From an optimization exercise on the open Yosys and OpenROAD flow, aimed at small area, a short achievable clock period and few clock cycles per item; shortcuts taken in it are not production practice. RTL that was checked went through simulation tests only; none was proved equivalent to the original. No activity file was given, so power comes from the tool's default toggle rates.

Design bicubic_resizer, start of the top module:
module bicubic_resizer (
   input  logic        i_clk,
   input  logic        i_rstn,
   input  logic [31:0] i_s_data,               
   input  logic        i_s_valid,
   output logic        o_s_ready,
   output resizer_pkg::pixel_t      o_m_data,
   output logic        o_m_valid,
   output logic        o_m_eol,
   output logic        o_m_eof,
   input  logic        i_m_ready
);
For scale: roughly 4100 cells after synthesis, ~940 flip-flops, about 64 I/O pins.
make LEC_CHECK=0 ABC_AREA=1 CAP_MARGIN=20 CORE_MARGIN=2 CORE_UTILIZATION=40 CTS_CLUSTER_DIAMETER=80 CTS_CLUSTER_SIZE=24 SETUP_SLACK_MARGIN=5 SLEW_MARGIN=20 finish   # period 8.0 ns
run.sh (not shown) runs the stock make flow with config.mk's settings and CLKGATE_MAP_FILE= SYNTH_SCRIPT=/design/flow/synth_recipe.tcl, a recipe that flattens the netlist after the stock synthesis.
Testbench counts at the start, summed over its fixed seeds: cycles 3,248, pixels 3,072.
Then changed:
--- a/flow/design.v
+++ b/flow/design.v
@@ -33,67 +33,71 @@
    input  logic [31:0] i_s_data,               
    input  logic        i_s_valid,
    output logic        o_s_ready,
    output resizer_pkg::pixel_t      o_m_data,
    output logic        o_m_valid,
    output logic        o_m_eol,
    output logic        o_m_eof,
    input  logic        i_m_ready
 );
    logic [23:0] in_pix;
-   logic        in_v;
+   assign in_pix = i_s_data[23:0];                
    logic [23:0] r0 [8];
    logic [23:0] r1 [8];
    logic [23:0] r2 [8];
    logic [2:0] x;           
    logic [2:0] r;           
    logic [2:0] vc;          
    logic       fl;          
    logic       prev;        
    logic       prow5;       
    logic       tpend;       
    logic       tis5;        
    logic       sk_v;        
    logic       adv;         
    assign adv = ~sk_v;
    logic       pending;
-   logic       st_norm, st_fl, st_any;    
+   logic       st_norm, st_fl, st_any;
+   logic       fl_go, fl_may;                 
    logic [2:0] c;           
    logic       vstep;       
    logic       tonly;       
    logic       vrow5;
    logic       first;
    assign pending = prev | tpend;
    assign first   = ~fl;
    assign c       = fl ? vc : x;
+   assign st_norm = o_s_ready & i_s_valid;
+   assign st_fl   = fl_go | (fl_may & ~i_s_valid);
+   assign st_any  = st_norm | st_fl;
    assign vstep   = st_norm ? ((r >= 3'd2) | prev) : prev;
    assign tonly   = st_fl & ~prev & tpend & (c < 3'd2);
    assign vrow5   = prev & prow5;
    function automatic logic [4:0] tap_sel(input logic pv, input logic p5, input logic [2:0] rr,
                                           input logic lt);
       logic t, b4, b5a, b5b;
       t   = ~pv & (rr == 3'd2);
       b4  = pv & ~p5;
       b5a = pv & p5 & (rr[0] | lt);
       b5b = pv & p5 & ~(rr[0] | lt);
-      tap_sel = {t | b5b, b5b, b5a, b5a, b4 | b5b};    
+      tap_sel = {t | b5b, b5b, b5a, b5a, ~(b4 | b5a | b5b)};    
    endfunction
-   logic sel_a1, sel_b0, sel_c1, sel_d1, sel_d0;
+   logic sel_a1, sel_b0, sel_c1, sel_d1, sel_in;
    logic [23:0] h0, h1, h2;
    logic [23:0] ta, tb, tc, td;
    assign h0 = r0[0];
    assign h1 = r1[0];
    assign h2 = r2[0];
    assign ta = sel_a1 ? h1 : h2;
    assign tb = sel_b0 ? h0 : h1;
    assign tc = sel_c1 ? h1 : h0;
-   assign td = sel_d1 ? h1 : (sel_d0 ? h0 : in_pix);
+   assign td = sel_in ? in_pix : (sel_d1 ? h1 : h0);
    logic       e_em, e_hv, e_t0, e_c0, e_c7, e_sub, e_eol, e_eof;
    always_comb begin
       e_em  = 1'b0;
       e_hv  = 1'b0;
       e_t0  = 1'b0;
       e_eol = 1'b0;
       e_eof = 1'b0;
       e_c0  = (c == 3'd0);
       e_c7  = (c == 3'd7);
       e_sub = (c >= 3'd2);
@@ -156,52 +160,43 @@
    always_ff @(posedge i_clk) begin
       if (!i_rstn) begin
          x     <= '0;
          r     <= '0;
          vc    <= '0;
          fl    <= 1'b0;
          prev  <= 1'b0;
          prow5 <= 1'b0;
          tpend <= 1'b0;
          tis5  <= 1'b0;
-         {sel_a1, sel_b0, sel_c1, sel_d1, sel_d0} <= '0;
+         {sel_a1, sel_b0, sel_c1, sel_d1, sel_in} <= 5'b00001;
       end else begin
          x     <= x_n;
          r     <= r_n;
          vc    <= vc_n;
          fl    <= fl_n;
          prev  <= prev_n;
          prow5 <= prow5_n;
          tpend <= tpend_n;
          tis5  <= tis5_n;
-         {sel_a1, sel_b0, sel_c1, sel_d1, sel_d0} <= tap_sel(prev_n, prow5_n, r_n, fl_n & (vc_n < x_n));
+         {sel_a1, sel_b0, sel_c1, sel_d1, sel_in} <= tap_sel(prev_n, prow5_n, r_n, fl_n & (vc_n < x_n));
       end
    end
-   logic take, in_v_n, sk_v_n, hd_free;
-   assign take    = o_s_ready & i_s_valid;
-   assign in_v_n  = take | (in_v & ~st_norm);
-   always_ff @(posedge i_clk) begin
-      if (~in_v | st_norm) in_pix <= i_s_data[23:0];     
-   end
+   logic sk_v_n, hd_free;
    always_ff @(posedge i_clk) begin
       if (!i_rstn) begin
-         in_v      <= 1'b0;
          o_s_ready <= 1'b1;
-         st_norm   <= 1'b0;
-         st_fl     <= 1'b0;
-         st_any    <= 1'b0;
+         fl_go     <= 1'b0;
+         fl_may    <= 1'b0;
       end else begin
-         in_v      <= in_v_n;
-         o_s_ready <= ~in_v_n | (~sk_v_n & ~fl_n);
-         st_norm   <= ~sk_v_n & ~fl_n & in_v_n;
-         st_fl     <= ~sk_v_n & (fl_n | (~in_v_n & (prev_n | tpend_n)));
-         st_any    <= ~sk_v_n & (fl_n | in_v_n | prev_n | tpend_n);
+         o_s_ready <= ~sk_v_n & ~fl_n;
+         fl_go     <= ~sk_v_n & fl_n;
+         fl_may    <= ~sk_v_n & ~fl_n & (prev_n | tpend_n);
       end
    end
    logic [2:0][8:0] p1_bc, p1_ad;
    logic p1_em, p1_hv, p1_t0, p1_c0, p1_c7, p1_sub, p1_eol, p1_eof;
    always_ff @(posedge i_clk) begin
       if (adv) begin
          for (int ch = 0; ch < 3; ch++) begin
             p1_bc[ch] <= {1'b0, tb[ch*8 +: 8]} + {1'b0, tc[ch*8 +: 8]};
             p1_ad[ch] <= {1'b0, ta[ch*8 +: 8]} + {1'b0, td[ch*8 +: 8]};
          end
=> Worst hold slack is about the same. Sequential power rises slightly. Cell count hardly moves. Worst setup slack loses 0.11 ns. Fmax falls by a few percent. Register-to-register slack loses 0.12 ns. Design area rises slightly. First-iteration DRC count falls by a few percent. Sequential share of layout area falls by 2.5 points. Routed wire length rises by a few percent. Die area falls slightly. Clock power is about the same. Synthesized cell count falls slightly. Via count rises slightly.
Only the layout flow was run in the second run of this note; the RTL was not checked for function there.

## re-timing with driven ports
The results above use ideal ports. As a check the final layouts listed here were re-extracted and re-timed, cells and wires unchanged. Step 1 sets driving cells, clkbuf_16 on the clock port and buf_2 on the other inputs (assumed; they add their load-dependent delay and slew). Step 2, shift: input delay + t, output delay - t, t = (earliest + latest rising clock arrival at the registers) / 2. This alone moves slack from input paths to output paths. Slacks: ideal / step 1 / step 2; pairs: ideal / step 1.
| run | shift t [ns] | setup slack, ns | clock arrival spread, ns | cell pins on the clock port's net |
|---|---|---|---|---|
| the first run | 0.714 | 5.089 / 5.021 / 4.539 | 0.035 / 0.035 | 1 |
| the second run | 0.722 | 4.977 / 4.977 / 4.318 | 0.040 / 0.039 | 1 |
After both steps setup and hold are still met in every run listed. The setup slack of the second run, which loses most, moves by 0.000 ns with the drivers and by -0.659 ns with both steps.
